This is an optimization exercise on Yosys and OpenROAD, whose aim is small area and a short achievable clock period, not a production implementation.
Only simulation tests tie the RTL to the original design; equivalence was not proved.

==> design/flow/design.v <==
package posit_pkg;
    localparam OP_SIZE = 2;
    typedef enum logic [OP_SIZE-1:0] {
        ADD = 2'd0,
        SUB = 2'd1,
        MUL = 2'd2,
        DIV = 2'd3
    } op_t;
endpackage
`timescale 1ns/1ps
module posit_decode (
    input  logic [14:0]       mag,
    output logic signed [5:0] te,
    output logic [11:0]       frac,
    output logic              hid
);
    logic        first;
    logic [13:0] x;
    logic [3:0]  lz;
    logic [13:0] y;
    assign first = mag[14];
    assign x     = mag[13:0] ^ {14{first}};
    assign hid   = |mag;
    always_comb begin
        lz = 4'd14;
        for (int i = 0; i < 14; i++) begin
            if (x[i]) lz = 4'(13 - i);
        end
    end
    assign y    = {mag[12:0], 1'b0} << lz;
    assign te   = {first ? {1'b0, lz} : ~{1'b0, lz}, y[13]};
    assign frac = y[12:1];
endmodule
`timescale 1ns/1ps
module core_add_sub (
    input  logic signed [5:0] te1,
    input  logic signed [5:0] te2,
    input  logic [12:0]       mant1,
    input  logic [12:0]       mant2,
    input  logic              eff_sub,
    output logic signed [6:0] te_out,
    output logic [11:0]       frac,
    output logic              guard,
    output logic              sticky,
    output logic              is_zero
);
    logic [6:0]  d;
    logic [3:0]  dsat;
    logic [14:0] bg, sml, small_sh, lowmask;
    logic        stk;
    logic [15:0] r;
    logic [4:0]  lz;
    logic [15:0] n;
    assign d    = 7'(te1) - 7'(te2);
    assign dsat = (d > 7'd15) ? 4'd15 : d[3:0];
    assign bg      = {mant1, 2'b00};
    assign sml    = {mant2, 2'b00};
    assign small_sh = sml >> dsat;
    assign lowmask  = ~(15'h7fff << dsat);
    assign stk      = |(sml & lowmask);
    logic [15:0] sum;
    rca #(.W(15)) add_i (
        .a(bg), .b(small_sh ^ {15{eff_sub}}), .cin(eff_sub & !stk), .s(sum)
    );
    assign r = {sum[15] & !eff_sub, sum[14:0]};
    always_comb begin
        lz = 5'd16;
        for (int i = 0; i < 16; i++) begin
            if (r[i]) lz = 5'(15 - i);
        end
    end
    assign n       = r << lz;
    assign frac    = n[14:3];
    assign guard   = n[2];
    assign sticky  = n[1] | n[0] | stk;
    assign te_out  = 7'(te1) + 7'sd1 - 7'(lz);
    assign is_zero = (r == 16'd0);
endmodule
module rca #(
    parameter W = 16
) (
    input  logic [W-1:0] a,
    input  logic [W-1:0] b,
    input  logic         cin,
    output logic [W:0]   s
);
    logic [W:0] cy;
    assign cy[0] = cin;
    for (genvar i = 0; i < W; i++) begin : g_bit
        assign s[i]    = a[i] ^ b[i] ^ cy[i];
        assign cy[i+1] = (a[i] & b[i]) | (a[i] & cy[i]) | (b[i] & cy[i]);
    end
    assign s[W] = cy[W];
endmodule
`timescale 1ns/1ps
module core_mul (
    input  logic signed [5:0] te1,
    input  logic signed [5:0] te2,
    input  logic [11:0]       f1,
    input  logic [11:0]       f2,
    output logic signed [6:0] te_out,
    output logic [11:0]       frac,
    output logic              guard,
    output logic              sticky
);
    logic [25:0] p;
    logic        ovf, kc;
    logic t1, t2, t3, t4, t5, t6, t7, t8, t9, t10, t11, t12, t13, t14, t15, t16, t17, t18, t19, t20, t21, t22, t23, t24, t25, t26, t27, t28, t29, t30, t31, t32, t33, t34, t35, t36, t37, t38, t39, t40, t41, t42, t43, t44, t45, t46, t47, t48, t49, t50, t51, t52, t53, t54, t55, t56, t57, t58, t59, t60, t61, t62, t63, t64, t65, t66, t67, t68, t69, t70, t71, t72, t73, t74, t75, t76, t77, t78, t79, t80, t81, t82, t83, t84, t85, t86, t87, t88, t89, t90, t91, t92, t93, t94, t95, t96, t97, t98, t99, t100, t101, t102, t103, t104, t105, t106, t107, t108, t109, t110, t111, t112, t113, t114, t115, t116, t117, t118, t119, t120, t121, t122, t123, t124, t125, t126, t127, t128, t129, t130, t131, t132, t133, t134, t135, t136, t137, t138, t139, t140, t141, t142, t143, t144, t145, t146, t147, t148, t149, t150, t151, t152, t153, t154, t155, t156, t157, t158, t159, t160, t161, t162, t163, t164, t165, t166, t167, t168, t169, t170, t171, t172, t173, t174, t175, t176, t177, t178, t179, t180, t181, t182, t183, t184, t185, t186, t187, t188, t189, t190, t191, t192, t193, t194, t195, t196, t197, t198, t199, t200, t201, t202, t203, t204, t205, t206, t207, t208, t209, t210, t211, t212, t213, t214, t215, t216, t217, t218, t219, t220, t221, t222, t223, t224, t225, t226, t227, t228, t229, t230, t231, t232, t233, t234, t235, t236, t237, t238, t239, t240, t241, t242, t243, t244, t245, t246, t247, t248, t249, t250, t251, t252, t253, t254, t255, t256, t257, t258, t259, t260, t261, t262, t263, t264, t265, t266, t267, t268, t269, t270, t271, t272, t273, t274, t275, t276, t277, t278, t279, t280, t281, t282, t283, t284, t285, t286, t287, t288, t289, t290, t291, t292, t293, t294, t295, t296, t297, t298, t299, t300, t301, t302, t303, t304, t305, t306, t307, t308, t309, t310, t311, t312, t313, t314, t315, t316, t317, t318, t319, t320, t321, t322, t323, t324, t325, t326, t327, t328, t329, t330, t331, t332, t333, t334, t335, t336, t337, t338, t339, t340, t341, t342, t343, t344, t345, t346, t347, t348, t349, t350, t351, t352, t353, t354, t355, t356, t357, t358, t359, t360, t361, t362, t363, t364, t365, t366, t367, t368, t369, t370, t371, t372, t373, t374, t375, t376, t377, t378, t379, t380, t381, t382, t383, t384, t385, t386, t387, t388, t389, t390, t391, t392, t393, t394, t395, t396, t397, t398, t399, t400, t401, t402, t403, t404, t405, t406, t407, t408, t409, t410, t411, t412, t413, t414, t415, t416, t417, t418, t419, t420, t421, t422, t423, t424, t425, t426, t427, t428, t429, t430, t431, t432, t433, t434, t435, t436, t437, t438, t439, t440, t441, t442, t443, t444, t445, t446, t447, t448, t449, t450, t451, t452, t453, t454, t455, t456, t457, t458;
    assign kc = 1'b1;
    assign t1 = (f1[0] & f2[0]);
    assign t2 = (f1[0] & f2[1]);
    assign t3 = (f1[1] & f2[0]);
    assign t4 = (f1[0] & f2[2]);
    assign t5 = (f1[1] & f2[1]);
    assign t6 = (f1[2] & f2[0]);
    assign t7 = (f1[0] & f2[3]);
    assign t8 = (f1[1] & f2[2]);
    assign t9 = (f1[2] & f2[1]);
    assign t10 = (f1[3] & f2[0]);
    assign t11 = (f1[0] & f2[4]);
    assign t12 = (f1[1] & f2[3]);
    assign t13 = (f1[2] & f2[2]);
    assign t14 = (f1[3] & f2[1]);
    assign t15 = (f1[4] & f2[0]);
    assign t16 = (f1[0] & f2[5]);
    assign t17 = (f1[1] & f2[4]);
    assign t18 = (f1[2] & f2[3]);
    assign t19 = (f1[3] & f2[2]);
    assign t20 = (f1[4] & f2[1]);
    assign t21 = (f1[5] & f2[0]);
    assign t22 = (f1[0] & f2[6]);
    assign t23 = (f1[1] & f2[5]);
    assign t24 = (f1[2] & f2[4]);
    assign t25 = (f1[3] & f2[3]);
    assign t26 = (f1[4] & f2[2]);
    assign t27 = (f1[5] & f2[1]);
    assign t28 = (f1[6] & f2[0]);
    assign t29 = (f1[0] & f2[7]);
    assign t30 = (f1[1] & f2[6]);
    assign t31 = (f1[2] & f2[5]);
    assign t32 = (f1[3] & f2[4]);
    assign t33 = (f1[4] & f2[3]);
    assign t34 = (f1[5] & f2[2]);
    assign t35 = (f1[6] & f2[1]);
    assign t36 = (f1[7] & f2[0]);
    assign t37 = (f1[0] & f2[8]);
    assign t38 = (f1[1] & f2[7]);
    assign t39 = (f1[2] & f2[6]);
    assign t40 = (f1[3] & f2[5]);
    assign t41 = (f1[4] & f2[4]);
    assign t42 = (f1[5] & f2[3]);
    assign t43 = (f1[6] & f2[2]);
    assign t44 = (f1[7] & f2[1]);
    assign t45 = (f1[8] & f2[0]);
    assign t46 = (f1[0] & f2[9]);
    assign t47 = (f1[1] & f2[8]);
    assign t48 = (f1[2] & f2[7]);
    assign t49 = (f1[3] & f2[6]);
    assign t50 = (f1[4] & f2[5]);
    assign t51 = (f1[5] & f2[4]);
    assign t52 = (f1[6] & f2[3]);
    assign t53 = (f1[7] & f2[2]);
    assign t54 = (f1[8] & f2[1]);
    assign t55 = (f1[9] & f2[0]);
    assign t56 = (f1[0] & f2[10]);
    assign t57 = (f1[1] & f2[9]);
    assign t58 = (f1[2] & f2[8]);
    assign t59 = (f1[3] & f2[7]);
    assign t60 = (f1[4] & f2[6]);
    assign t61 = (f1[5] & f2[5]);
    assign t62 = (f1[6] & f2[4]);
    assign t63 = (f1[7] & f2[3]);
    assign t64 = (f1[8] & f2[2]);
    assign t65 = (f1[9] & f2[1]);
    assign t66 = (f1[10] & f2[0]);
    assign t67 = (f1[0] & f2[11]);
    assign t68 = (f1[1] & f2[10]);
    assign t69 = (f1[2] & f2[9]);
    assign t70 = (f1[3] & f2[8]);
    assign t71 = (f1[4] & f2[7]);
    assign t72 = (f1[5] & f2[6]);
    assign t73 = (f1[6] & f2[5]);
    assign t74 = (f1[7] & f2[4]);
    assign t75 = (f1[8] & f2[3]);
    assign t76 = (f1[9] & f2[2]);
    assign t77 = (f1[10] & f2[1]);
    assign t78 = (f1[11] & f2[0]);
    assign t79 = (f1[1] & f2[11]);
    assign t80 = (f1[2] & f2[10]);
    assign t81 = (f1[3] & f2[9]);
    assign t82 = (f1[4] & f2[8]);
    assign t83 = (f1[5] & f2[7]);
    assign t84 = (f1[6] & f2[6]);
    assign t85 = (f1[7] & f2[5]);
    assign t86 = (f1[8] & f2[4]);
    assign t87 = (f1[9] & f2[3]);
    assign t88 = (f1[10] & f2[2]);
    assign t89 = (f1[11] & f2[1]);
    assign t90 = (f1[2] & f2[11]);
    assign t91 = (f1[3] & f2[10]);
    assign t92 = (f1[4] & f2[9]);
    assign t93 = (f1[5] & f2[8]);
    assign t94 = (f1[6] & f2[7]);
    assign t95 = (f1[7] & f2[6]);
    assign t96 = (f1[8] & f2[5]);
    assign t97 = (f1[9] & f2[4]);
    assign t98 = (f1[10] & f2[3]);
    assign t99 = (f1[11] & f2[2]);
    assign t100 = (f1[3] & f2[11]);
    assign t101 = (f1[4] & f2[10]);
    assign t102 = (f1[5] & f2[9]);
    assign t103 = (f1[6] & f2[8]);
    assign t104 = (f1[7] & f2[7]);
    assign t105 = (f1[8] & f2[6]);
    assign t106 = (f1[9] & f2[5]);
    assign t107 = (f1[10] & f2[4]);
    assign t108 = (f1[11] & f2[3]);
    assign t109 = (f1[4] & f2[11]);
    assign t110 = (f1[5] & f2[10]);
    assign t111 = (f1[6] & f2[9]);
    assign t112 = (f1[7] & f2[8]);
    assign t113 = (f1[8] & f2[7]);
    assign t114 = (f1[9] & f2[6]);
    assign t115 = (f1[10] & f2[5]);
    assign t116 = (f1[11] & f2[4]);
    assign t117 = (f1[5] & f2[11]);
    assign t118 = (f1[6] & f2[10]);
    assign t119 = (f1[7] & f2[9]);
    assign t120 = (f1[8] & f2[8]);
    assign t121 = (f1[9] & f2[7]);
    assign t122 = (f1[10] & f2[6]);
    assign t123 = (f1[11] & f2[5]);
    assign t124 = (f1[6] & f2[11]);
    assign t125 = (f1[7] & f2[10]);
    assign t126 = (f1[8] & f2[9]);
    assign t127 = (f1[9] & f2[8]);
    assign t128 = (f1[10] & f2[7]);
    assign t129 = (f1[11] & f2[6]);
    assign t130 = (f1[7] & f2[11]);
    assign t131 = (f1[8] & f2[10]);
    assign t132 = (f1[9] & f2[9]);
    assign t133 = (f1[10] & f2[8]);
    assign t134 = (f1[11] & f2[7]);
    assign t135 = (f1[8] & f2[11]);
    assign t136 = (f1[9] & f2[10]);
    assign t137 = (f1[10] & f2[9]);
    assign t138 = (f1[11] & f2[8]);
    assign t139 = (f1[9] & f2[11]);
    assign t140 = (f1[10] & f2[10]);
    assign t141 = (f1[11] & f2[9]);
    assign t142 = (f1[10] & f2[11]);
    assign t143 = (f1[11] & f2[10]);
    assign t144 = (f1[11] & f2[11]);
    assign t145 = t46 ^ t47;
    assign t146 = t46 & t47;
    assign t147 = t56 ^ t57 ^ t58;
    assign t148 = (t56 & t57) | (t56 & t58) | (t57 & t58);
    assign t149 = t59 ^ t60;
    assign t150 = t59 & t60;
    assign t151 = t67 ^ t68 ^ t69;
    assign t152 = (t67 & t68) | (t67 & t69) | (t68 & t69);
    assign t153 = t70 ^ t71 ^ t72;
    assign t154 = (t70 & t71) | (t70 & t72) | (t71 & t72);
    assign t155 = t73 ^ t74;
    assign t156 = t73 & t74;
    assign t157 = t79 ^ t80 ^ t81;
    assign t158 = (t79 & t80) | (t79 & t81) | (t80 & t81);
    assign t159 = t82 ^ t83 ^ t84;
    assign t160 = (t82 & t83) | (t82 & t84) | (t83 & t84);
    assign t161 = t85 ^ t86 ^ t87;
    assign t162 = (t85 & t86) | (t85 & t87) | (t86 & t87);
    assign t163 = t88 ^ t89;
    assign t164 = t88 & t89;
    assign t165 = t90 ^ t91 ^ t92;
    assign t166 = (t90 & t91) | (t90 & t92) | (t91 & t92);
    assign t167 = t93 ^ t94 ^ t95;
    assign t168 = (t93 & t94) | (t93 & t95) | (t94 & t95);
    assign t169 = t96 ^ t97 ^ t98;
    assign t170 = (t96 & t97) | (t96 & t98) | (t97 & t98);
    assign t171 = t99 ^ f1[1];
    assign t172 = t99 & f1[1];
    assign t173 = t100 ^ t101 ^ t102;
    assign t174 = (t100 & t101) | (t100 & t102) | (t101 & t102);
    assign t175 = t103 ^ t104 ^ t105;
    assign t176 = (t103 & t104) | (t103 & t105) | (t104 & t105);
    assign t177 = t106 ^ t107 ^ t108;
    assign t178 = (t106 & t107) | (t106 & t108) | (t107 & t108);
    assign t179 = t109 ^ t110 ^ t111;
    assign t180 = (t109 & t110) | (t109 & t111) | (t110 & t111);
    assign t181 = t112 ^ t113 ^ t114;
    assign t182 = (t112 & t113) | (t112 & t114) | (t113 & t114);
    assign t183 = t117 ^ t118 ^ t119;
    assign t184 = (t117 & t118) | (t117 & t119) | (t118 & t119);
    assign t185 = t22 ^ t23;
    assign t186 = t22 & t23;
    assign t187 = t29 ^ t30 ^ t31;
    assign t188 = (t29 & t30) | (t29 & t31) | (t30 & t31);
    assign t189 = t32 ^ t33;
    assign t190 = t32 & t33;
    assign t191 = t37 ^ t38 ^ t39;
    assign t192 = (t37 & t38) | (t37 & t39) | (t38 & t39);
    assign t193 = t40 ^ t41 ^ t42;
    assign t194 = (t40 & t41) | (t40 & t42) | (t41 & t42);
    assign t195 = t43 ^ t44;
    assign t196 = t43 & t44;
    assign t197 = t48 ^ t49 ^ t50;
    assign t198 = (t48 & t49) | (t48 & t50) | (t49 & t50);
    assign t199 = t51 ^ t52 ^ t53;
    assign t200 = (t51 & t52) | (t51 & t53) | (t52 & t53);
    assign t201 = t54 ^ t55 ^ t145;
    assign t202 = (t54 & t55) | (t54 & t145) | (t55 & t145);
    assign t203 = t61 ^ t62 ^ t63;
    assign t204 = (t61 & t62) | (t61 & t63) | (t62 & t63);
    assign t205 = t64 ^ t65 ^ t66;
    assign t206 = (t64 & t65) | (t64 & t66) | (t65 & t66);
    assign t207 = t146 ^ t147 ^ t149;
    assign t208 = (t146 & t147) | (t146 & t149) | (t147 & t149);
    assign t209 = t75 ^ t76 ^ t77;
    assign t210 = (t75 & t76) | (t75 & t77) | (t76 & t77);
    assign t211 = t78 ^ t148 ^ t150;
    assign t212 = (t78 & t148) | (t78 & t150) | (t148 & t150);
    assign t213 = t151 ^ t153 ^ t155;
    assign t214 = (t151 & t153) | (t151 & t155) | (t153 & t155);
    assign t215 = f1[0] ^ f2[0] ^ t152;
    assign t216 = (f1[0] & f2[0]) | (f1[0] & t152) | (f2[0] & t152);
    assign t217 = t154 ^ t156 ^ t157;
    assign t218 = (t154 & t156) | (t154 & t157) | (t156 & t157);
    assign t219 = t159 ^ t161 ^ t163;
    assign t220 = (t159 & t161) | (t159 & t163) | (t161 & t163);
    assign t221 = f2[1] ^ t158 ^ t160;
    assign t222 = (f2[1] & t158) | (f2[1] & t160) | (t158 & t160);
    assign t223 = t162 ^ t164 ^ t165;
    assign t224 = (t162 & t164) | (t162 & t165) | (t164 & t165);
    assign t225 = t167 ^ t169 ^ t171;
    assign t226 = (t167 & t169) | (t167 & t171) | (t169 & t171);
    assign t227 = f1[2] ^ f2[2] ^ t166;
    assign t228 = (f1[2] & f2[2]) | (f1[2] & t166) | (f2[2] & t166);
    assign t229 = t168 ^ t170 ^ t172;
    assign t230 = (t168 & t170) | (t168 & t172) | (t170 & t172);
    assign t231 = t173 ^ t175 ^ t177;
    assign t232 = (t173 & t175) | (t173 & t177) | (t175 & t177);
    assign t233 = t115 ^ t116 ^ f1[3];
    assign t234 = (t115 & t116) | (t115 & f1[3]) | (t116 & f1[3]);
    assign t235 = f2[3] ^ t174 ^ t176;
    assign t236 = (f2[3] & t174) | (f2[3] & t176) | (t174 & t176);
    assign t237 = t178 ^ t179 ^ t181;
    assign t238 = (t178 & t179) | (t178 & t181) | (t179 & t181);
    assign t239 = t120 ^ t121 ^ t122;
    assign t240 = (t120 & t121) | (t120 & t122) | (t121 & t122);
    assign t241 = t123 ^ f1[4] ^ f2[4];
    assign t242 = (t123 & f1[4]) | (t123 & f2[4]) | (f1[4] & f2[4]);
    assign t243 = t180 ^ t182 ^ t183;
    assign t244 = (t180 & t182) | (t180 & t183) | (t182 & t183);
    assign t245 = t124 ^ t125 ^ t126;
    assign t246 = (t124 & t125) | (t124 & t126) | (t125 & t126);
    assign t247 = t127 ^ t128 ^ t129;
    assign t248 = (t127 & t128) | (t127 & t129) | (t128 & t129);
    assign t249 = f1[5] ^ f2[5] ^ t184;
    assign t250 = (f1[5] & f2[5]) | (f1[5] & t184) | (f2[5] & t184);
    assign t251 = t130 ^ t131 ^ t132;
    assign t252 = (t130 & t131) | (t130 & t132) | (t131 & t132);
    assign t253 = t133 ^ t134 ^ f1[6];
    assign t254 = (t133 & t134) | (t133 & f1[6]) | (t134 & f1[6]);
    assign t255 = t135 ^ t136 ^ t137;
    assign t256 = (t135 & t136) | (t135 & t137) | (t136 & t137);
    assign t257 = t11 ^ t12;
    assign t258 = t11 & t12;
    assign t259 = t16 ^ t17 ^ t18;
    assign t260 = (t16 & t17) | (t16 & t18) | (t17 & t18);
    assign t261 = t19 ^ t20;
    assign t262 = t19 & t20;
    assign t263 = t24 ^ t25 ^ t26;
    assign t264 = (t24 & t25) | (t24 & t26) | (t25 & t26);
    assign t265 = t27 ^ t28 ^ t185;
    assign t266 = (t27 & t28) | (t27 & t185) | (t28 & t185);
    assign t267 = t34 ^ t35 ^ t36;
    assign t268 = (t34 & t35) | (t34 & t36) | (t35 & t36);
    assign t269 = t186 ^ t187 ^ t189;
    assign t270 = (t186 & t187) | (t186 & t189) | (t187 & t189);
    assign t271 = t45 ^ t188 ^ t190;
    assign t272 = (t45 & t188) | (t45 & t190) | (t188 & t190);
    assign t273 = t191 ^ t193 ^ t195;
    assign t274 = (t191 & t193) | (t191 & t195) | (t193 & t195);
    assign t275 = t192 ^ t194 ^ t196;
    assign t276 = (t192 & t194) | (t192 & t196) | (t194 & t196);
    assign t277 = t197 ^ t199 ^ t201;
    assign t278 = (t197 & t199) | (t197 & t201) | (t199 & t201);
    assign t279 = t198 ^ t200 ^ t202;
    assign t280 = (t198 & t200) | (t198 & t202) | (t200 & t202);
    assign t281 = t203 ^ t205 ^ t207;
    assign t282 = (t203 & t205) | (t203 & t207) | (t205 & t207);
    assign t283 = t204 ^ t206 ^ t208;
    assign t284 = (t204 & t206) | (t204 & t208) | (t206 & t208);
    assign t285 = t209 ^ t211 ^ t213;
    assign t286 = (t209 & t211) | (t209 & t213) | (t211 & t213);
    assign t287 = t210 ^ t212 ^ t214;
    assign t288 = (t210 & t212) | (t210 & t214) | (t212 & t214);
    assign t289 = t215 ^ t217 ^ t219;
    assign t290 = (t215 & t217) | (t215 & t219) | (t217 & t219);
    assign t291 = t216 ^ t218 ^ t220;
    assign t292 = (t216 & t218) | (t216 & t220) | (t218 & t220);
    assign t293 = t221 ^ t223 ^ t225;
    assign t294 = (t221 & t223) | (t221 & t225) | (t223 & t225);
    assign t295 = t222 ^ t224 ^ t226;
    assign t296 = (t222 & t224) | (t222 & t226) | (t224 & t226);
    assign t297 = t227 ^ t229 ^ t231;
    assign t298 = (t227 & t229) | (t227 & t231) | (t229 & t231);
    assign t299 = t228 ^ t230 ^ t232;
    assign t300 = (t228 & t230) | (t228 & t232) | (t230 & t232);
    assign t301 = t233 ^ t235 ^ t237;
    assign t302 = (t233 & t235) | (t233 & t237) | (t235 & t237);
    assign t303 = t234 ^ t236 ^ t238;
    assign t304 = (t234 & t236) | (t234 & t238) | (t236 & t238);
    assign t305 = t239 ^ t241 ^ t243;
    assign t306 = (t239 & t241) | (t239 & t243) | (t241 & t243);
    assign t307 = t240 ^ t242 ^ t244;
    assign t308 = (t240 & t242) | (t240 & t244) | (t242 & t244);
    assign t309 = t245 ^ t247 ^ t249;
    assign t310 = (t245 & t247) | (t245 & t249) | (t247 & t249);
    assign t311 = f2[6] ^ t246 ^ t248;
    assign t312 = (f2[6] & t246) | (f2[6] & t248) | (t246 & t248);
    assign t313 = t250 ^ t251 ^ t253;
    assign t314 = (t250 & t251) | (t250 & t253) | (t251 & t253);
    assign t315 = t138 ^ f1[7] ^ f2[7];
    assign t316 = (t138 & f1[7]) | (t138 & f2[7]) | (f1[7] & f2[7]);
    assign t317 = t252 ^ t254 ^ t255;
    assign t318 = (t252 & t254) | (t252 & t255) | (t254 & t255);
    assign t319 = t139 ^ t140 ^ t141;
    assign t320 = (t139 & t140) | (t139 & t141) | (t140 & t141);
    assign t321 = f1[8] ^ f2[8] ^ t256;
    assign t322 = (f1[8] & f2[8]) | (f1[8] & t256) | (f2[8] & t256);
    assign t323 = t142 ^ t143 ^ f1[9];
    assign t324 = (t142 & t143) | (t142 & f1[9]) | (t143 & f1[9]);
    assign t325 = t7 ^ t8;
    assign t326 = t7 & t8;
    assign t327 = t13 ^ t14 ^ t15;
    assign t328 = (t13 & t14) | (t13 & t15) | (t14 & t15);
    assign t329 = t21 ^ t258 ^ t259;
    assign t330 = (t21 & t258) | (t21 & t259) | (t258 & t259);
    assign t331 = t260 ^ t262 ^ t263;
    assign t332 = (t260 & t262) | (t260 & t263) | (t262 & t263);
    assign t333 = t264 ^ t266 ^ t267;
    assign t334 = (t264 & t266) | (t264 & t267) | (t266 & t267);
    assign t335 = t268 ^ t270 ^ t271;
    assign t336 = (t268 & t270) | (t268 & t271) | (t270 & t271);
    assign t337 = t272 ^ t274 ^ t275;
    assign t338 = (t272 & t274) | (t272 & t275) | (t274 & t275);
    assign t339 = t276 ^ t278 ^ t279;
    assign t340 = (t276 & t278) | (t276 & t279) | (t278 & t279);
    assign t341 = t280 ^ t282 ^ t283;
    assign t342 = (t280 & t282) | (t280 & t283) | (t282 & t283);
    assign t343 = t284 ^ t286 ^ t287;
    assign t344 = (t284 & t286) | (t284 & t287) | (t286 & t287);
    assign t345 = t288 ^ t290 ^ t291;
    assign t346 = (t288 & t290) | (t288 & t291) | (t290 & t291);
    assign t347 = t292 ^ t294 ^ t295;
    assign t348 = (t292 & t294) | (t292 & t295) | (t294 & t295);
    assign t349 = t296 ^ t298 ^ t299;
    assign t350 = (t296 & t298) | (t296 & t299) | (t298 & t299);
    assign t351 = t300 ^ t302 ^ t303;
    assign t352 = (t300 & t302) | (t300 & t303) | (t302 & t303);
    assign t353 = t304 ^ t306 ^ t307;
    assign t354 = (t304 & t306) | (t304 & t307) | (t306 & t307);
    assign t355 = t308 ^ t310 ^ t311;
    assign t356 = (t308 & t310) | (t308 & t311) | (t310 & t311);
    assign t357 = t312 ^ t314 ^ t315;
    assign t358 = (t312 & t314) | (t312 & t315) | (t314 & t315);
    assign t359 = t316 ^ t318 ^ t319;
    assign t360 = (t316 & t318) | (t316 & t319) | (t318 & t319);
    assign t361 = f2[9] ^ t320 ^ t322;
    assign t362 = (f2[9] & t320) | (f2[9] & t322) | (t320 & t322);
    assign t363 = t144 ^ f1[10] ^ f2[10];
    assign t364 = (t144 & f1[10]) | (t144 & f2[10]) | (f1[10] & f2[10]);
    assign t365 = t4 ^ t5;
    assign t366 = t4 & t5;
    assign t367 = t9 ^ t10 ^ t325;
    assign t368 = (t9 & t10) | (t9 & t325) | (t10 & t325);
    assign t369 = t257 ^ t326 ^ t327;
    assign t370 = (t257 & t326) | (t257 & t327) | (t326 & t327);
    assign t371 = t261 ^ t328 ^ t329;
    assign t372 = (t261 & t328) | (t261 & t329) | (t328 & t329);
    assign t373 = t265 ^ t330 ^ t331;
    assign t374 = (t265 & t330) | (t265 & t331) | (t330 & t331);
    assign t375 = t269 ^ t332 ^ t333;
    assign t376 = (t269 & t332) | (t269 & t333) | (t332 & t333);
    assign t377 = t273 ^ t334 ^ t335;
    assign t378 = (t273 & t334) | (t273 & t335) | (t334 & t335);
    assign t379 = t277 ^ t336 ^ t337;
    assign t380 = (t277 & t336) | (t277 & t337) | (t336 & t337);
    assign t381 = t281 ^ t338 ^ t339;
    assign t382 = (t281 & t338) | (t281 & t339) | (t338 & t339);
    assign t383 = t285 ^ t340 ^ t341;
    assign t384 = (t285 & t340) | (t285 & t341) | (t340 & t341);
    assign t385 = t289 ^ t342 ^ t343;
    assign t386 = (t289 & t342) | (t289 & t343) | (t342 & t343);
    assign t387 = t293 ^ t344 ^ t345;
    assign t388 = (t293 & t344) | (t293 & t345) | (t344 & t345);
    assign t389 = t297 ^ t346 ^ t347;
    assign t390 = (t297 & t346) | (t297 & t347) | (t346 & t347);
    assign t391 = t301 ^ t348 ^ t349;
    assign t392 = (t301 & t348) | (t301 & t349) | (t348 & t349);
    assign t393 = t305 ^ t350 ^ t351;
    assign t394 = (t305 & t350) | (t305 & t351) | (t350 & t351);
    assign t395 = t309 ^ t352 ^ t353;
    assign t396 = (t309 & t352) | (t309 & t353) | (t352 & t353);
    assign t397 = t313 ^ t354 ^ t355;
    assign t398 = (t313 & t354) | (t313 & t355) | (t354 & t355);
    assign t399 = t317 ^ t356 ^ t357;
    assign t400 = (t317 & t356) | (t317 & t357) | (t356 & t357);
    assign t401 = t321 ^ t358 ^ t359;
    assign t402 = (t321 & t358) | (t321 & t359) | (t358 & t359);
    assign t403 = t323 ^ t360 ^ t361;
    assign t404 = (t323 & t360) | (t323 & t361) | (t360 & t361);
    assign t405 = t324 ^ t362 ^ t363;
    assign t406 = (t324 & t362) | (t324 & t363) | (t362 & t363);
    assign t407 = f1[11] ^ f2[11] ^ t364;
    assign t408 = (f1[11] & f2[11]) | (f1[11] & t364) | (f2[11] & t364);
    assign p[0] = t1;
    assign t409 = t2 ^ t3;
    assign t410 = t2 & t3;
    assign p[1] = t409;
    assign t411 = t6 ^ t365 ^ t410;
    assign t412 = (t6 & t365) | (t6 & t410) | (t365 & t410);
    assign p[2] = t411;
    assign t413 = t366 ^ t367 ^ t412;
    assign t414 = (t366 & t367) | (t366 & t412) | (t367 & t412);
    assign p[3] = t413;
    assign t415 = t368 ^ t369 ^ t414;
    assign t416 = (t368 & t369) | (t368 & t414) | (t369 & t414);
    assign p[4] = t415;
    assign t417 = t370 ^ t371 ^ t416;
    assign t418 = (t370 & t371) | (t370 & t416) | (t371 & t416);
    assign p[5] = t417;
    assign t419 = t372 ^ t373 ^ t418;
    assign t420 = (t372 & t373) | (t372 & t418) | (t373 & t418);
    assign p[6] = t419;
    assign t421 = t374 ^ t375 ^ t420;
    assign t422 = (t374 & t375) | (t374 & t420) | (t375 & t420);
    assign p[7] = t421;
    assign t423 = t376 ^ t377 ^ t422;
    assign t424 = (t376 & t377) | (t376 & t422) | (t377 & t422);
    assign p[8] = t423;
    assign t425 = t378 ^ t379 ^ t424;
    assign t426 = (t378 & t379) | (t378 & t424) | (t379 & t424);
    assign p[9] = t425;
    assign t427 = t380 ^ t381 ^ t426;
    assign t428 = (t380 & t381) | (t380 & t426) | (t381 & t426);
    assign p[10] = t427;
    assign t429 = t382 ^ t383 ^ t428;
    assign t430 = (t382 & t383) | (t382 & t428) | (t383 & t428);
    assign p[11] = t429;
    assign t431 = t384 ^ t385 ^ t430;
    assign t432 = (t384 & t385) | (t384 & t430) | (t385 & t430);
    assign p[12] = t431;
    assign t433 = t386 ^ t387 ^ t432;
    assign t434 = (t386 & t387) | (t386 & t432) | (t387 & t432);
    assign p[13] = t433;
    assign t435 = t388 ^ t389 ^ t434;
    assign t436 = (t388 & t389) | (t388 & t434) | (t389 & t434);
    assign p[14] = t435;
    assign t437 = t390 ^ t391 ^ t436;
    assign t438 = (t390 & t391) | (t390 & t436) | (t391 & t436);
    assign p[15] = t437;
    assign t439 = t392 ^ t393 ^ t438;
    assign t440 = (t392 & t393) | (t392 & t438) | (t393 & t438);
    assign p[16] = t439;
    assign t441 = t394 ^ t395 ^ t440;
    assign t442 = (t394 & t395) | (t394 & t440) | (t395 & t440);
    assign p[17] = t441;
    assign t443 = t396 ^ t397 ^ t442;
    assign t444 = (t396 & t397) | (t396 & t442) | (t397 & t442);
    assign p[18] = t443;
    assign t445 = t398 ^ t399 ^ t444;
    assign t446 = (t398 & t399) | (t398 & t444) | (t399 & t444);
    assign p[19] = t445;
    assign t447 = t400 ^ t401 ^ t446;
    assign t448 = (t400 & t401) | (t400 & t446) | (t401 & t446);
    assign p[20] = t447;
    assign t449 = t402 ^ t403 ^ t448;
    assign t450 = (t402 & t403) | (t402 & t448) | (t403 & t448);
    assign p[21] = t449;
    assign t451 = t404 ^ t405 ^ t450;
    assign t452 = (t404 & t405) | (t404 & t450) | (t405 & t450);
    assign p[22] = t451;
    assign t453 = t406 ^ t407 ^ t452;
    assign t454 = (t406 & t407) | (t406 & t452) | (t407 & t452);
    assign p[23] = t453;
    assign t455 = kc ^ t408 ^ t454;
    assign t456 = (kc & t408) | (kc & t454) | (t408 & t454);
    assign p[24] = t455;
    assign t457 = 1'b0 ^ t456;
    assign t458 = 1'b0 & t456;
    assign p[25] = t457;
    assign ovf    = p[25];
    assign frac   = ovf ? p[24:13] : p[23:12];
    assign guard  = ovf ? p[12] : p[11];
    assign sticky = (|p[10:0]) | (ovf & p[11]);
    assign te_out = 7'(te1) + 7'(te2) + 7'(ovf);
endmodule
`timescale 1ns/1ps
module div_row #(
    parameter FIRST = 0         
) (
    input  logic [15:0] s,
    input  logic [15:0] c,
    input  logic [15:0] d1,     
    input  logic [15:0] d2,     
    input  logic [5:0]  m2,     
    input  logic [5:0]  m1,
    output logic [15:0] ns,     
    output logic [15:0] nc,
    output logic [1:0]  qpos,   
    output logic [1:0]  qneg    
);
    logic        sub, two, one, ge2, ltm2;
    logic [15:0] mag, x;
    if (FIRST) begin : g_first
        assign sub  = 1'b1;
        assign two  = s[15:9] >= {1'b0, m2};
        assign one  = !two;
        assign ge2  = two;
        assign ltm2 = 1'b0;
    end else begin : g_sel
        logic signed [6:0] est;
        logic              ge1, ltm1;
        assign est  = s[15:9] + c[15:9];
        assign ge2  = est >= $signed({1'b0, m2});
        assign ge1  = m1[1] ? (est >= 7'sd6) : (est >= 7'sd4);
        assign ltm2 = est < $signed(~{1'b0, m2});
        assign ltm1 = m1[1] ? (est < -7'sd7) : (est < -7'sd5);
        assign sub  = ge1;
        assign two  = ge2 | ltm2;
        assign one  = (ge1 | ltm1) & !two;
    end
    assign mag  = two ? d2 : (one ? d1 : 16'd0);
    assign x    = mag ^ {16{sub}};
    assign ns   = s ^ c ^ x;
    assign nc   = {((s & c) | (s & x) | (c & x)), sub};
    assign qpos = {ge2, sub & !two};
    assign qneg = {ltm2, !sub & one};
endmodule
module div_thresh (
    input  logic [2:0] dtop,
    output logic [5:0] m2,
    output logic [5:0] m1
);
    always_comb begin
        case (dtop)
            3'd0:    m2 = 6'd12;
            3'd1:    m2 = 6'd14;
            3'd2:    m2 = 6'd15;
            3'd3:    m2 = 6'd16;
            3'd4:    m2 = 6'd18;
            3'd5:    m2 = 6'd20;
            3'd6:    m2 = 6'd20;
            default: m2 = 6'd24;
        endcase
        m1 = dtop[2] ? 6'd6 : 6'd4;
    end
endmodule
module div_head #(
    parameter K = 2
) (
    input  logic [11:0]    f1,
    input  logic [11:0]    f2,
    output logic [15:0]    s_out,    
    output logic [15:0]    c_out,
    output logic [2*K-1:0] qpos,
    output logic [2*K-1:0] qneg
);
    logic [15:0] s [K+1];
    logic [15:0] c [K+1];
    logic [15:0] d1, d2;
    logic [5:0]  m2, m1;
    assign d1 = {4'b0001, f2};
    assign d2 = {3'b001, f2, 1'b0};
    div_thresh thr_i (.dtop(f2[11:9]), .m2(m2), .m1(m1));
    assign s[0] = {4'b0001, f1};
    assign c[0] = '0;
    for (genvar j = 0; j < K; j++) begin : g_it
        logic [15:0] ns, nc;
        div_row #(.FIRST(j == 0)) row_i (
            .s(s[j]), .c(c[j]), .d1(d1), .d2(d2), .m2(m2), .m1(m1),
            .ns(ns), .nc(nc), .qpos(qpos[2*(K-1-j) +: 2]), .qneg(qneg[2*(K-1-j) +: 2])
        );
        assign s[j+1] = {ns[13:0], 2'b00};
        assign c[j+1] = {nc[13:0], 2'b00};
    end
    assign s_out = s[K];
    assign c_out = c[K];
endmodule
module div_tail #(
    parameter K = 2,           
    parameter N = 8            
) (
    input  logic [15:0]    s_in,
    input  logic [15:0]    c_in,
    input  logic [2*K-1:0] qpos_in,
    input  logic [2*K-1:0] qneg_in,
    input  logic [11:0]    f2,
    output logic [14:0]    qm,        
    output logic           wneg,
    output logic           rem_nz
);
    localparam T = N - K;
    logic [15:0]    s [T+1];
    logic [15:0]    c [T+1];
    logic [15:0]    d1, d2;
    logic [5:0]     m2, m1;
    logic [2*T-1:0] qp, qn;
    logic [15:0]    ns_last, nc_last;
    assign d1 = {4'b0001, f2};
    assign d2 = {3'b001, f2, 1'b0};
    div_thresh thr_i (.dtop(f2[11:9]), .m2(m2), .m1(m1));
    assign s[0] = s_in;
    assign c[0] = c_in;
    for (genvar j = 0; j < T; j++) begin : g_it
        logic [15:0] ns, nc;
        div_row #(.FIRST(0)) row_i (
            .s(s[j]), .c(c[j]), .d1(d1), .d2(d2), .m2(m2), .m1(m1),
            .ns(ns), .nc(nc), .qpos(qp[2*(T-1-j) +: 2]), .qneg(qn[2*(T-1-j) +: 2])
        );
        assign s[j+1] = {ns[13:0], 2'b00};
        assign c[j+1] = {nc[13:0], 2'b00};
        if (j == T - 1) begin : g_last
            assign ns_last = ns;
            assign nc_last = nc;
        end
    end
    logic [15:0] w, qm16;
    logic        wzero, wmd;
    assign w      = ns_last + nc_last;
    assign wneg   = w[15];
    assign wzero  = (w == 16'd0);
    assign wmd    = (w == (~d1 + 16'd1));
    assign rem_nz = !(wzero | wmd);
    assign qm16   = {qpos_in, qp} + ~{qneg_in, qn};
    assign qm     = qm16[14:0];
endmodule
module div_finish (
    input  logic signed [6:0] te_in,    
    input  logic [14:0]       qm,
    input  logic              wneg,
    input  logic              rem_nz,
    output logic signed [6:0] te_out,
    output logic [11:0]       frac,
    output logic              guard,
    output logic              sticky
);
    logic [14:0] qt;
    assign qt     = qm + 15'(!wneg);
    assign frac   = qt[14] ? qt[13:2] : qt[12:1];
    assign guard  = qt[14] ? qt[1] : qt[0];
    assign sticky = (qt[14] & qt[0]) | rem_nz;
    assign te_out = te_in - 7'(!qt[14]);
endmodule
`timescale 1ns/1ps
module core_op (
    input  logic              is_mul,
    input  logic              is_div,
    input  logic              swap,      
    input  logic              eff_sub,
    input  logic signed [5:0] te_a,
    input  logic signed [5:0] te_b,
    input  logic [11:0]       f_a,
    input  logic [11:0]       f_b,
    input  logic              h_a,
    input  logic              h_b,
    output logic signed [6:0] te_out,
    input  logic [15:0]       div_s,     
    input  logic [15:0]       div_c,
    input  logic [3:0]        div_qp,
    input  logic [3:0]        div_qn,
    output logic [14:0]       val,       
    output logic              wneg,
    output logic              rem_nz,
    output logic              add_zero
);
    logic signed [5:0] te1, te2;
    logic [12:0]       mant1, mant2;
    logic signed [6:0] te_as, te_m;
    logic [11:0]       f_as, f_m;
    logic              g_as, g_m;
    logic              s_as, s_m;
    logic [14:0]       qm;
    assign te1   = swap ? te_b : te_a;
    assign te2   = swap ? te_a : te_b;
    assign mant1 = swap ? {h_b, f_b} : {h_a, f_a};
    assign mant2 = swap ? {h_a, f_a} : {h_b, f_b};
    core_add_sub add_sub_i (
        .te1(te1), .te2(te2), .mant1(mant1), .mant2(mant2), .eff_sub(eff_sub),
        .te_out(te_as), .frac(f_as), .guard(g_as), .sticky(s_as), .is_zero(add_zero)
    );
    core_mul mul_i (
        .te1(te_a), .te2(te_b), .f1(f_a), .f2(f_b),
        .te_out(te_m), .frac(f_m), .guard(g_m), .sticky(s_m)
    );
    div_tail #(.K(2), .N(8)) div_i (
        .s_in(div_s), .c_in(div_c), .qpos_in(div_qp), .qneg_in(div_qn), .f2(f_b),
        .qm(qm), .wneg(wneg), .rem_nz(rem_nz)
    );
    always_comb begin
        if (is_div) begin
            te_out = 7'(te_a) - 7'(te_b);
            val    = qm;
        end else if (is_mul) begin
            te_out = te_m;
            val    = {f_m, g_m, s_m, 1'b0};
        end else begin
            te_out = te_as;
            val    = {f_as, g_as, s_as, 1'b0};
        end
    end
endmodule
`timescale 1ns/1ps
module posit_encode (
    input  logic              sign,
    input  logic signed [6:0] te,
    input  logic [11:0]       frac,
    input  logic              guard,
    input  logic              sticky,
    input  logic              force_zero,
    input  logic              force_nar,
    output logic [15:0]       word
);
    logic signed [5:0] k;
    logic              kneg, hi, lo;
    logic [3:0]        sh;
    logic [15:0]       seed, body, lowmask;
    logic [14:0]       t, tm;
    logic              g, st, ru, rm, sm;
    assign k    = te[6:1];
    assign kneg = k[5];
    assign hi   = !kneg && (k > 6'sd13);
    assign lo   = kneg && (k < -6'sd14);
    assign sh   = k[3:0] ^ {4{kneg}};
    assign seed    = {~kneg, kneg, te[0], frac, guard};
    assign body    = $signed(seed) >>> sh;
    assign lowmask = ~(16'hffff << sh);
    assign t  = body[15:1];
    assign g  = body[0];
    assign st = (|(seed & lowmask)) | sticky;
    assign ru = g & (st | t[0]);
    always_comb begin
        tm = t;
        rm = ru;
        sm = sign;
        if (force_nar) begin
            tm = 15'h7fff; rm = 1'b1; sm = 1'b1;
        end else if (force_zero) begin
            tm = 15'h0000; rm = 1'b0; sm = 1'b0;
        end else if (hi) begin
            tm = 15'h7fff; rm = 1'b0;
        end else if (lo) begin
            tm = 15'h0001; rm = 1'b0;
        end
    end
    assign word = {sm, tm ^ {15{sm}}} + {15'b0, sm ^ rm};
endmodule
`timescale 1ns/1ps
module posit_unit (
    input  logic        clk,
    input  logic        rst_n,
    input  logic        in_valid,
    input  logic [1:0]  op,
    input  logic [15:0] a,
    input  logic [15:0] b,
    output logic        out_valid,
    output logic [15:0] result
);
    logic        sa, sb, sb_eff;
    logic [14:0] ma, mb;
    logic signed [5:0] ta, tb;
    logic [11:0] fa, fb;
    logic        ha, hb;
    logic        a_zero, b_zero, a_nar, b_nar;
    logic        nar_res, zero_res;
    assign sa = a[15];
    assign sb = b[15];
    assign ma = (a[14:0] ^ {15{sa}}) + 15'(sa);
    assign mb = (b[14:0] ^ {15{sb}}) + 15'(sb);
    assign sb_eff = sb ^ (op == 2'd1);
    posit_decode deca_i (.mag(ma), .te(ta), .frac(fa), .hid(ha));
    posit_decode decb_i (.mag(mb), .te(tb), .frac(fb), .hid(hb));
    logic [15:0] ds, dc;
    logic [3:0]  dqp, dqn;
    div_head #(.K(2)) div_head_i (
        .f1(fa), .f2(fb), .s_out(ds), .c_out(dc), .qpos(dqp), .qneg(dqn)
    );
    assign a_zero = (a == 16'h0000);
    assign b_zero = (b == 16'h0000);
    assign a_nar  = (a == 16'h8000);
    assign b_nar  = (b == 16'h8000);
    assign nar_res  = a_nar || b_nar || (op == 2'd3 && b_zero);
    assign zero_res = op[1] && (a_zero || (!op[0] && b_zero));
    logic        valid_q;
    logic        mul_q, div_q, swap_q;
    logic        sa_q, sb_q;
    logic signed [5:0] ta_q, tb_q;
    logic [11:0] fa_q, fb_q;
    logic        ha_q, hb_q;
    logic        nar_q, zero_q;
    logic [15:0] ds_q, dc_q;
    logic [3:0]  dqp_q, dqn_q;
    always_ff @(posedge clk) begin
        if (!rst_n) valid_q <= 1'b0;
        else        valid_q <= in_valid;
    end
    always_ff @(posedge clk) begin
        mul_q  <= (op == 2'd2);
        div_q  <= (op == 2'd3);
        swap_q <= (mb > ma);
        sa_q   <= sa;
        sb_q   <= sb_eff;
        ta_q   <= ta;
        tb_q   <= tb;
        fa_q   <= fa;
        fb_q   <= fb;
        ha_q   <= ha;
        hb_q   <= hb;
        nar_q  <= nar_res;
        zero_q <= zero_res;
        ds_q   <= ds;
        dc_q   <= dc;
        dqp_q  <= dqp;
        dqn_q  <= dqn;
    end
    logic signed [6:0] te_c;
    logic [14:0]       val_c;
    logic              wneg_c, rnz_c, add_zero;
    logic              res_sign;
    core_op core_op_i (
        .is_mul(mul_q), .is_div(div_q), .swap(swap_q), .eff_sub(sa_q ^ sb_q),
        .te_a(ta_q), .te_b(tb_q), .f_a(fa_q), .f_b(fb_q), .h_a(ha_q), .h_b(hb_q),
        .div_s(ds_q), .div_c(dc_q), .div_qp(dqp_q), .div_qn(dqn_q),
        .te_out(te_c), .val(val_c), .wneg(wneg_c), .rem_nz(rnz_c), .add_zero(add_zero)
    );
    always_comb begin
        if (mul_q || div_q) res_sign = sa_q ^ sb_q;
        else                res_sign = swap_q ? sb_q : sa_q;
    end
    logic              sign_r, div_r, wneg_r, rnz_r, fz_r, fn_r;
    logic signed [6:0] te_r;
    logic [14:0]       val_r;
    always_ff @(posedge clk) begin
        if (!rst_n) out_valid <= 1'b0;
        else        out_valid <= valid_q;
        sign_r <= res_sign;
        div_r  <= div_q;
        te_r   <= te_c;
        val_r  <= val_c;
        wneg_r <= wneg_c;
        rnz_r  <= rnz_c;
        fz_r   <= zero_q || (!mul_q && !div_q && add_zero);
        fn_r   <= nar_q;
    end
    logic signed [6:0] te_d, te_o;
    logic [11:0]       frac_d, frac_o;
    logic              g_d, st_d, g_o, st_o;
    div_finish div_fin_i (
        .te_in(te_r), .qm(val_r), .wneg(wneg_r), .rem_nz(rnz_r),
        .te_out(te_d), .frac(frac_d), .guard(g_d), .sticky(st_d)
    );
    assign te_o   = div_r ? te_d : te_r;
    assign frac_o = div_r ? frac_d : val_r[14:3];
    assign g_o    = div_r ? g_d : val_r[2];
    assign st_o   = div_r ? st_d : val_r[1];
    posit_encode enc_i (
        .sign(sign_r), .te(te_o), .frac(frac_o), .guard(g_o), .sticky(st_o),
        .force_zero(fz_r), .force_nar(fn_r), .word(result)
    );
endmodule
==> design/flow/run.sh <==
#!/bin/bash
# synth_recipe.tcl (not shown) runs the flow's synth.tcl, then flattens the netlist and writes it again
# the make line also repeats each setting of config.mk as NAME=value (left out here)
make -C /OpenROAD-flow-scripts/flow DESIGN_CONFIG=/design/flow/config.mk WORK_HOME=/design/flow/orfs CLKGATE_MAP_FILE= SYNTH_SCRIPT=/design/flow/synth_recipe.tcl finish
==> design/flow/config.mk <==
export PLATFORM = sky130hd
export DESIGN_NAME = posit_unit
export DESIGN_NICKNAME = posit_unit
export VERILOG_FILES = /design/flow/design.v
export SDC_FILE = /design/flow/constraint.sdc
export NUM_CORES = 4
export LEC_CHECK = 0
export ABC_AREA = 1
export CAP_MARGIN = 50
export CORE_MARGIN = 2
export CORE_UTILIZATION = 70
export GPL_TIMING_DRIVEN = 1
export SLEW_MARGIN = 70
==> design/flow/constraint.sdc <==
create_clock -name core_clock -period 80.0 [get_ports {clk}]
set_input_delay 16.0000 -clock core_clock [delete_from_list [all_inputs] [get_ports {clk}]]
set_output_delay 16.0000 -clock core_clock [all_outputs]
set_load 0.01 [all_outputs]
==> results of run 1 <==
==> path summary, 6_finish.rpt <==
| check | startpoint | to | slack [ps] | cells past startpoint |
|---|---|---|---|---|
| worst min register to register | nar_q | fn_r | 330 | 0 |
| worst max register to register | fb_q[10] | rnz_r | 55430 | 110 |
| worst max-delay path | a[2] | ds_q[10] | 54960 | 47 |
| worst min-delay path | nar_q | fn_r | 330 | 0 |
==> critical path, delay by kind of cell <==
family	cells	cell delay (ps)
AOI/OAI and AO/OA	8	1340
xor gates and xnor gates	3	930
adders and majority gates	6	2140
buffers and inverters	7	1180
and+or+nand+nor	23	3720
==> sequential cells by signal, summed over array words and instances, names as in the netlist, 6 cells and up <==
name and count:
te_r 7, val_r 15, ta_q 6, tb_q 6, fb_q 12, dc_q 12, ds_q 14, fa_q 12
==> cells in the mapped netlist, drive strengths merged, types with 26 or more instances <==
cell / count / area (um^2)
dfxtp: 106 / 2120
clkbuf: 101 / 379
nand2: 877 / 3330
nor3: 34 / 175
xor2: 207 / 1840
fa: 228 / 4560
nand3: 182 / 928
o21ai: 271 / 1360
buf: 32 / 201
xnor2: 45 / 413
o211ai: 26 / 195
ha: 247 / 3090
nor2: 238 / 913
nand4: 36 / 246
o22ai: 78 / 494
a21oi: 152 / 764
inv: 695 / 2610
==> layer usage <==
metal  vias up  share of wire, %
li1      11800                 -
met1     11800                39
met2      1549                44
met3       306                12
met4         0               4.9
met5         -                 0
==> area by class of cell <==
cell class | instances | area [um^2] | share of cell area [%]
sequential | 106 | 2140 | 8.02
clock inverter | 7 | 86.3 | 0.324
clock buffer | 9 | 225 | 0.846
inverter | 703 | 2640 | 9.92
multi-input combinational | 2795 | 20100 | 75.5
tap | 461 | 577 | 2.17
timing repair buffer | 96 | 848 | 3.19
==> through the flow <==
step           setup slack, ps  area, um^2  hold slack (ps)  instances
2_1_floorplan            56440       25000              310       3737
5_1_grt                  53860       26600              352       4177
3_3_place_gp             53010       25900              314       4158
3_5_place_dp             54490       26100              315       4159
6_report                 54960       26600              334       4177
4_1_cts                  54620       26400              334       4175
==> cell families after synthesis <==
kind of cell | count (synthesis) | synth area share, %
buf+inv | 836 | 12.9
xor+xnor | 255 | 9.27
fa+ha+maj | 476 | 30.6
compound gates | 644 | 14.9
flops | 106 | 8.48
simple gates | 1415 | 23.6
mux | 5 | 0.200
==> cells in the final DEF, fill, tap and decap left out, drive strengths merged, types with 44 or more instances in the layout <==
| cell type | count |
|---|---|
| nand2 | 877 |
| inv | 700 |
| o21ai | 271 |
| ha | 247 |
| nor2 | 238 |
| fa | 228 |
| xor2 | 207 |
| nand3 | 182 |
| a21oi | 152 |
| dfxtp | 106 |
| o22ai | 78 |
| clkdlybuf4s50 | 51 |
| xnor2 | 45 |
| buf | 44 |
==> results.py, run 1 <==
metrics = {
    "clocking": {
        "clock_path_buffers": 2,
        "cts_resized": 0,
        "cts.sinks": 106,
        "worstSkewPairLatency_ps": 370,
        "post_cts_buffers": 0,
        "path_clk_slew_ps": 90,
        "ctsHoldBuffers": 0,
        "htree_levels": 3,
        "cts_root_buffer": "clkbuf_16",
        "cts_tree": "done",
        "numCtsBuffers": 9,
    },
    "routing": {
        "vias": 25400,
        "drt-initial-drc-count": 2812,
        "routed_wl_mm": 78.5,
        "wl_per_cell_um": 18.8,
        "drtPass1Iterations": 13,
        "routed_via_density": 6.08,
        "drcViolationCount": 0,
        "ant_nets": 0,
    },
    "floorplanning": {
        "std_cell_rows": 69,
        "start_util_pct": 70.7,
        "die_h_um": 193,
        "die-area_um2": 37300,
        "core_area_um2": 35400,
        "die_x_um": 193,
        "io_pins": 54,
    },
    "worst_setup_path": {
        "path_max_fanout": 23,
        "cpPeakStageDelay_ps": 510,
        "critPathSlowestCell": "clkdlybuf4s50_1",
        "critPathRequiredTime_ps": 80270,
        "cp_common_cell": "nand2_1",
        "critPathKind": "in2reg",
        "start_kind": "primary input",
        "crit_arrival_ps": 25310,
        "setup.worst_path.end_class": "register",
    },
    "global_route": {
        "antenna_found_initial": 0,
        "grtUsageTotal_pct": 41.8,
        "grt_max_degree": 65,
        "grt-busiest-layer": "met2",
        "grt-ovfl-total": 0,
        "grt_pass1_vias": 24400,
        "grt_pass1_wl_mm": 123,
        "use_met3_pct": 9.95,
        "use_met1_pct": 54.5,
        "met2_usage_pct": 66.4,
    },
    "sta": {
        "max_slew_margin_pct": 65.9,
        "tns_ps": 0,
        "hold_viol_final": 0,
        "finalCritPeriodShare_pct": 31.3,
        "rsz0062_at_grt": "false",
        "worst_slew_pin_slew_ps": 509,
        "period_needed_ps": 25040,
        "finClkSkew_ps": 14.1,
        "fmaxAchievable_mhz": 39.9,
        "drv_slew": 0,
        "setup_viol_count_final": 0,
    },
    "logic_synthesis": {
        "yosys_warnings": 16,
        "synth_edf_count": 0,
        "ys_seq_area_share_pct": 8.48,
        "synth-async-reset-ratio_pct": 0,
        "ys_ff_latch": 106,
        "synth_cell_types": 74,
        "post_synth.cell_area_avg_um2": 6.70,
        "synth_ff_type": "dfxtp_1",
        "syn-cell-area_um2": 25000,
        "synth_fp_nets": 4249,
        "syn_inst": 3737,
    },
    "finish": {
        "syn2layout_area_growth_pct": 6.42,
        "fillers": 2832,
        "final_nets": 4223,
        "layout-drive-gt1-share_pct": 6.16,
        "diodes": 0,
        "utilization_pct": 75.2,
    },
    "min_path": {
        "hp-class": "reg2reg",
    },
    "placement": {
        "finalWeightedCongestion": 1.06,
        "port_buffers": 53,
        "dp_hpwl_mm": 63.2,
    },
    "run": {
        "drv_cap": 0,
    },
    "outcome": {
        "outcome": "no timing/DRC/antenna violations",
    },
}
==> inputs of run 2 (changes only) <==
--- a/design/flow/config.mk
+++ b/design/flow/config.mk
@@ -8,6 +8,7 @@
 export ABC_AREA = 1
 export CAP_MARGIN = 50
 export CORE_MARGIN = 2
-export CORE_UTILIZATION = 70
+export CORE_UTILIZATION = 60
 export GPL_TIMING_DRIVEN = 1
+export PLACE_DENSITY = 0.75
 export SLEW_MARGIN = 70
==> run 2 against run 1 <==
Against the previous run: register-to-register slack better by 30 ps; still clean on timing, DRC and antenna; via count is 3.0% lower; critical path type unchanged; utilization down 10 points; critical endpoint is now ds_q[14]; area after synthesis stayed put.
==> results.py, run 2 <==
metrics = {
    "routing": {
        "drt-initial-drc-count": 2156,
        "routed_via_density": 5.80,
        "routed_wl_mm": 78.4,
        "ant_nets": 0,
        "drcViolationCount": 0,
        "drtPass1Iterations": 5,
        "vias": 24600,
        "wl_per_cell_um": 18.4,
    },
    "logic_synthesis": {
        "yosys-top-cells-area": "fa_1 18%, nand2_1 13%, ha_1 12%",
        "synth_fp_nets": 4249,
        "synth_top_area_cell": "fa_1",
        "synth_cell_types": 74,
        "ys_seq_area_share_pct": 8.48,
        "synth_ff_type": "dfxtp_1",
        "syn_inst": 3737,
        "post_synth.cell_area_avg_um2": 6.70,
        "synth-async-reset-ratio_pct": 0,
        "yosys-top-cells-count": "863 x nand2_1, 683 x inv_1, 259 x o21ai_0",
        "syn-cell-area_um2": 25000,
        "ys_ff_latch": 106,
        "yosys_warnings": 16,
        "synth_most_common_cell": "nand2_1",
        "synth_edf_count": 0,
        "synth_top_area_share_pct": 18.2,
    },
    "worst_setup_path": {
        "critPathKind": "in2reg",
        "cpPeakStageDelay_ps": 540,
        "setup.worst_path.end_class": "register",
        "path_max_fanout": 20,
        "critPathRequiredTime_ps": 80260,
        "start_kind": "primary input",
        "critPathSlowestCell": "clkdlybuf4s50_1",
        "crit_arrival_ps": 25430,
        "cp_common_cell": "nand2_1",
    },
    "sta": {
        "max_slew_margin_pct": 68.7,
        "hold_viol_final": 0,
        "finClkSkew_ps": 14.3,
        "worst_slew_pin_slew_ps": 468,
        "fmaxAchievable_mhz": 39.7,
        "rsz0062_at_grt": "false",
        "period_needed_ps": 25170,
        "drv_slew": 0,
        "layout_setup_ws_ps": 54830,
        "finalHoldWorstSlack_ps": 333,
        "tns_ps": 0,
        "setup_viol_count_final": 0,
        "finalCritPeriodShare_pct": 31.5,
    },
    "global_route": {
        "grtUsageTotal_pct": 36.2,
        "grt_pass1_vias": 24500,
        "antenna_found_initial": 0,
        "grt_max_degree": 41,
        "grt_pass1_wl_mm": 126,
        "grt-ovfl-total": 0,
    },
    "outcome": {
        "outcome": "no timing/DRC/antenna violations",
    },
    "finish": {
        "final_cell_mix": "846 x nand2_1, 668 x inv_1, 242 x ha_1",
        "regMostFlops": "val_r",
        "utilization_pct": 65.1,
        "layout_commonest_cell": "nand2_1",
        "diodes": 0,
        "largest_register_ff_count": 15,
        "layout-drive-gt1-share_pct": 6.02,
        "reg.largest.list": "val_r: 15 flops, ds_q: 14 flops",
        "syn2layout_area_growth_pct": 6.70,
        "final_nets": 4227,
    },
    "floorplanning": {
        "core_area_um2": 41000,
        "io_pins": 54,
        "die_x_um": 208,
        "std_cell_rows": 74,
        "start_util_pct": 61.0,
        "die_h_um": 208,
        "die-area_um2": 43400,
    },
    "run": {
        "drv_cap": 0,
    },
    "clocking": {
        "cts_tree": "done",
        "post_cts_buffers": 0,
        "numCtsBuffers": 9,
        "clock_path_buffers": 2,
        "cts_resized": 0,
        "cts_root_buffer": "clkbuf_16",
        "worstSkewPairLatency_ps": 400,
        "cts.sinks": 106,
        "htree_levels": 3,
        "ctsHoldBuffers": 0,
        "path_clk_slew_ps": 90,
    },
    "placement": {
        "post-place-ws_ps": 54330,
        "dp_hpwl_mm": 64.1,
        "port_buffers": 53,
        "finalWeightedCongestion": 1.05,
    },
    "min_path": {
        "hp-class": "reg2reg",
    },
}
[run 2: routing by layer]
layer | up-vias | global-route usage, % | wire length (um)
met3 | 248 | 6.52 | 7040
li1 | 11800 | - | -
met2 | 1131 | 59.6 | 35700
met1 | 11500 | 45.7 | 31300
met4 | 0 | 18.4 | 4410
met5 | - | 0 | 0
[run 2: worst max-delay path, delay by kind of cell]
kind | cells | cell delay [ps]
xor gates and xnor gates | 2 | 440
buffers and inverters | 4 | 1070
adders and majority gates | 7 | 2200
and+or+nand+nor | 31 | 4180
AOI/OAI and AO/OA | 9 | 1560
[run 2: cell type report]
type | count | area [um^2]
timing repair buffer | 100 | 915
inverter | 703 | 2640
clock buffer | 10 | 239
clock inverter | 6 | 68.8
tap | 532 | 666
fill | 3750 | 14300
multi-input combinational | 2795 | 20000
sequential | 106 | 2140
[run 2: logic make-up after synthesis]
kind of cell | count (synthesis) | synth area share [%]
flip-flops | 106 | 8.48
AO/OA/AOI/OAI | 644 | 14.9
XOR/XNOR | 255 | 9.27
buffers and inverters | 836 | 12.9
multiplexers | 5 | 0.200
AND/OR/NAND/NOR | 1415 | 23.6
adder cells (fa/ha/maj) | 476 | 30.6
[run 2: per-stage QoR]
| step | area [um^2] | instances |
|---|---|---|
| floorplan | 25000 | 3737 |
| global placement | 26000 | 4231 |
| detailed placement | 26300 | 4236 |
| CTS | 26600 | 4252 |
| global route | 26700 | 4252 |
| finish | 26700 | 4252 |
[run 2: worst paths after layout]
path / from / endpoint / slack (ps) / cells past startpoint
max: b[1] / ds_q[14] / 54830 / 53
min: nar_q / fn_r / 330 / 0
max reg2reg: fb_q[9] / rnz_r / 55460 / 120
min reg2reg: nar_q / fn_r / 330 / 0
==> inputs of run 3 (changes only) <==
--- a/design/flow/config.mk
+++ b/design/flow/config.mk
@@ -10,5 +10,4 @@
 export CORE_MARGIN = 2
 export CORE_UTILIZATION = 60
 export GPL_TIMING_DRIVEN = 1
-export PLACE_DENSITY = 0.75
 export SLEW_MARGIN = 70
==> run 3 against run 2 <==
Against the previous run: critical path type unchanged; die area did not move; highest routed layer unchanged; worst setup slack improved by 120 ps; global-route usage fell by 2.3 points; hold slack improved by 59 ps; area after synthesis did not move.
==> results.py, run 3 <==
metrics = {
    "outcome": {
        "outcome": "no timing/DRC/antenna violations",
    },
    "logic_synthesis": {
        "synth_most_common_cell": "nand2_1",
        "synth-async-reset-ratio_pct": 0,
        "syn-cell-area_um2": 25000,
        "synth_cell_types": 74,
        "post_synth.cell_area_avg_um2": 6.70,
        "synth_edf_count": 0,
        "synth_top_area_share_pct": 18.2,
        "yosys-top-cells-area": "fa_1 18%, nand2_1 13%, ha_1 12%",
        "yosys_warnings": 16,
        "ys_seq_area_share_pct": 8.48,
        "ys_ff_latch": 106,
        "yosys-top-cells-count": "863 x nand2_1, 683 x inv_1, 259 x o21ai_0",
        "synth_ff_type": "dfxtp_1",
        "syn_inst": 3737,
        "synth_fp_nets": 4249,
        "synth_top_area_cell": "fa_1",
    },
    "routing": {
        "routed_via_density": 5.72,
        "wl_per_cell_um": 17.4,
        "vias": 24300,
        "ant_nets": 0,
        "drcViolationCount": 0,
        "drt-initial-drc-count": 2438,
        "drtPass1Iterations": 6,
        "routed_wl_mm": 73.8,
    },
    "worst_setup_path": {
        "r2r_start": "fb_q[10]",
        "critPathLaunch": "b[1]",
        "start_kind": "primary input",
        "crit_end": "ds_q[14]",
        "critPathKind": "in2reg",
        "cp_top_family": "simple AND/OR/NAND/NOR gates",
        "critPathRequiredTime_ps": 80250,
        "r2r-end": "rnz_r",
        "path_max_fanout": 20,
        "cpPeakStageDelay_ps": 540,
        "crit_arrival_ps": 25310,
        "setup.worst_path.end_class": "register",
        "reg2reg_depth": 115,
        "path_depth": 53,
        "cp_num_buf_inv": 3,
        "cp_common_cell": "nand2_1",
        "critPathSlowestCell": "clkdlybuf4s50_1",
        "r2r_slack_ps": 55790,
    },
    "sta": {
        "setup_viol_count_final": 0,
        "fmaxAchievable_mhz": 39.9,
        "max_slew_margin_pct": 70.3,
        "drv_slew": 0,
        "period_needed_ps": 25050,
        "tns_ps": 0,
        "layout_setup_ws_ps": 54950,
        "finalCritPeriodShare_pct": 31.3,
        "rsz0062_at_grt": "false",
        "finClkSkew_ps": 21.0,
        "hold_viol_final": 0,
        "worst_slew_pin_slew_ps": 441,
    },
    "finish": {
        "final_nets": 4216,
        "layout-drive-gt1-share_pct": 6.01,
        "layout_commonest_cell": "nand2_1",
        "final_cell_mix": "847 x nand2_1, 669 x inv_1, 246 x o21ai_0",
        "reg.largest.list": "val_r: 15 flops, ds_q: 14 flops",
        "syn2layout_area_growth_pct": 6.28,
        "largest_register_ff_count": 15,
        "regMostFlops": "val_r",
        "diodes": 0,
        "design_area_um2": 26600,
    },
    "clocking": {
        "post_cts_buffers": 0,
        "cts_tree": "done",
        "htree_levels": 3,
        "numCtsBuffers": 9,
        "ctsHoldBuffers": 0,
        "cts_root_buffer": "clkbuf_16",
        "path_clk_slew_ps": 80,
        "clock_path_buffers": 2,
        "cts_resized": 0,
        "cts.sinks": 106,
        "worstSkewPairLatency_ps": 390,
    },
    "floorplanning": {
        "die-area_um2": 43400,
        "die_x_um": 208,
        "std_cell_rows": 74,
        "core_area_um2": 41000,
        "die_h_um": 208,
        "io_pins": 54,
        "start_util_pct": 61.0,
    },
    "global_route": {
        "grt_max_degree": 65,
        "antenna_found_initial": 0,
        "grt-ovfl-total": 0,
        "grtUsageTotal_pct": 34.0,
        "grt_pass1_vias": 23300,
        "grt_pass1_wl_mm": 119,
    },
    "min_path": {
        "hp-class": "reg2reg",
    },
    "run": {
        "drv_cap": 0,
    },
    "placement": {
        "finalWeightedCongestion": 0.984,
        "dp_hpwl_mm": 60.4,
        "place_area_um2": 26100,
        "post-place-ws_ps": 54410,
        "port_buffers": 53,
    },
}
==> run 3: cell counts after synthesis <==
Identical to the previous run, type by type.
==> run 3: worst min path at each step <==
stage	start	to	slack (ps)	cells past startpoint
2_1_floorplan	nar_q	fn_r	310	0
3_3_place_gp	nar_q	fn_r	370	0
3_5_place_dp	nar_q	fn_r	370	0
4_1_cts	nar_q	fn_r	390	0
5_1_grt	nar_q	fn_r	400	0
6_report	nar_q	fn_r	390	0
==> run 3: final cells by class <==
| class | instances | area [um^2] |
|---|---|---|
| fillers | 3768 | 14400 |
| multi-input cells | 2795 | 20100 |
| flip-flops and latches | 106 | 2140 |
| well taps | 532 | 666 |
| clock buffers | 9 | 225 |
| repair buffers | 89 | 795 |
| inverters | 703 | 2650 |
| clock inverters | 7 | 66.3 |
==> run 3: cell families after synthesis <==
| logic type | Yosys count | synth area share (%) |
|---|---|---|
| buffers and inverters | 836 | 12.9 |
| xor gates and xnor gates | 255 | 9.27 |
| muxes | 5 | 0.200 |
| DFF | 106 | 8.48 |
| adders and majority gates | 476 | 30.6 |
| AOI/OAI and AO/OA | 644 | 14.9 |
| and+or+nand+nor | 1415 | 23.6 |
==> run 3: routing by layer <==
metal / wire (um) / up-vias / GRT usage [%]
li1: - / 11800 / -
met1: 31900 / 11400 / 47.0
met2: 33900 / 1004 / 55.8
met3: 6250 / 123 / 4.68
met4: 1750 / 0 / 8.93
met5: 0 / - / 0
==> run 3: stage by stage <==
stage	hold WS, ps	utilization [%]	cells
floorplan	310	-	3737
global placement	375	63.1	4223
detailed placement	370	63.7	4225
CTS	391	64.5	4241
global route	401	64.9	4241
finish	392	64.9	4241

static timing again, ports no longer ideal:
In the flow no input, the clock included, has a driving cell. The finished layouts below were timed again as built, in two steps.
Step 1 (the two cells are an assumption about what drives the block):
set clk [get_ports {clk}]
set_driving_cell -lib_cell sky130_fd_sc_hd__clkbuf_16 $clk
set_driving_cell -lib_cell sky130_fd_sc_hd__buf_2 [delete_from_list [all_inputs] $clk]
Step 2 adds t to the input delays and takes it off the output delays; t is the mean of the earliest and latest rising clock arrival at the registers after step 1. Input paths then give back, and output paths get back, about the clock's delay inside the block.
Slacks: no drivers / after step 1 / after step 2; pairs: no drivers / after step 1.
| run | t, ns | setup WS [ns] | clock arrival spread, ns | worst data-port slew with drivers (ns) |
|---|---|---|---|---|
| run 1 | 0.413 | 54.963 / 54.981 / 54.568 | 0.017 / 0.017 | 0.04 |
| run 2 | 0.443 | 54.827 / 54.845 / 54.402 | 0.015 / 0.015 | 0.04 |
| run 3 | 0.436 | 54.947 / 54.970 / 54.533 | 0.023 / 0.023 | 0.04 |
After both steps setup and hold are still met in every run listed. For run 2, which loses most, drivers alone change the setup slack by +0.018 ns; drivers and shift together by -0.425 ns.
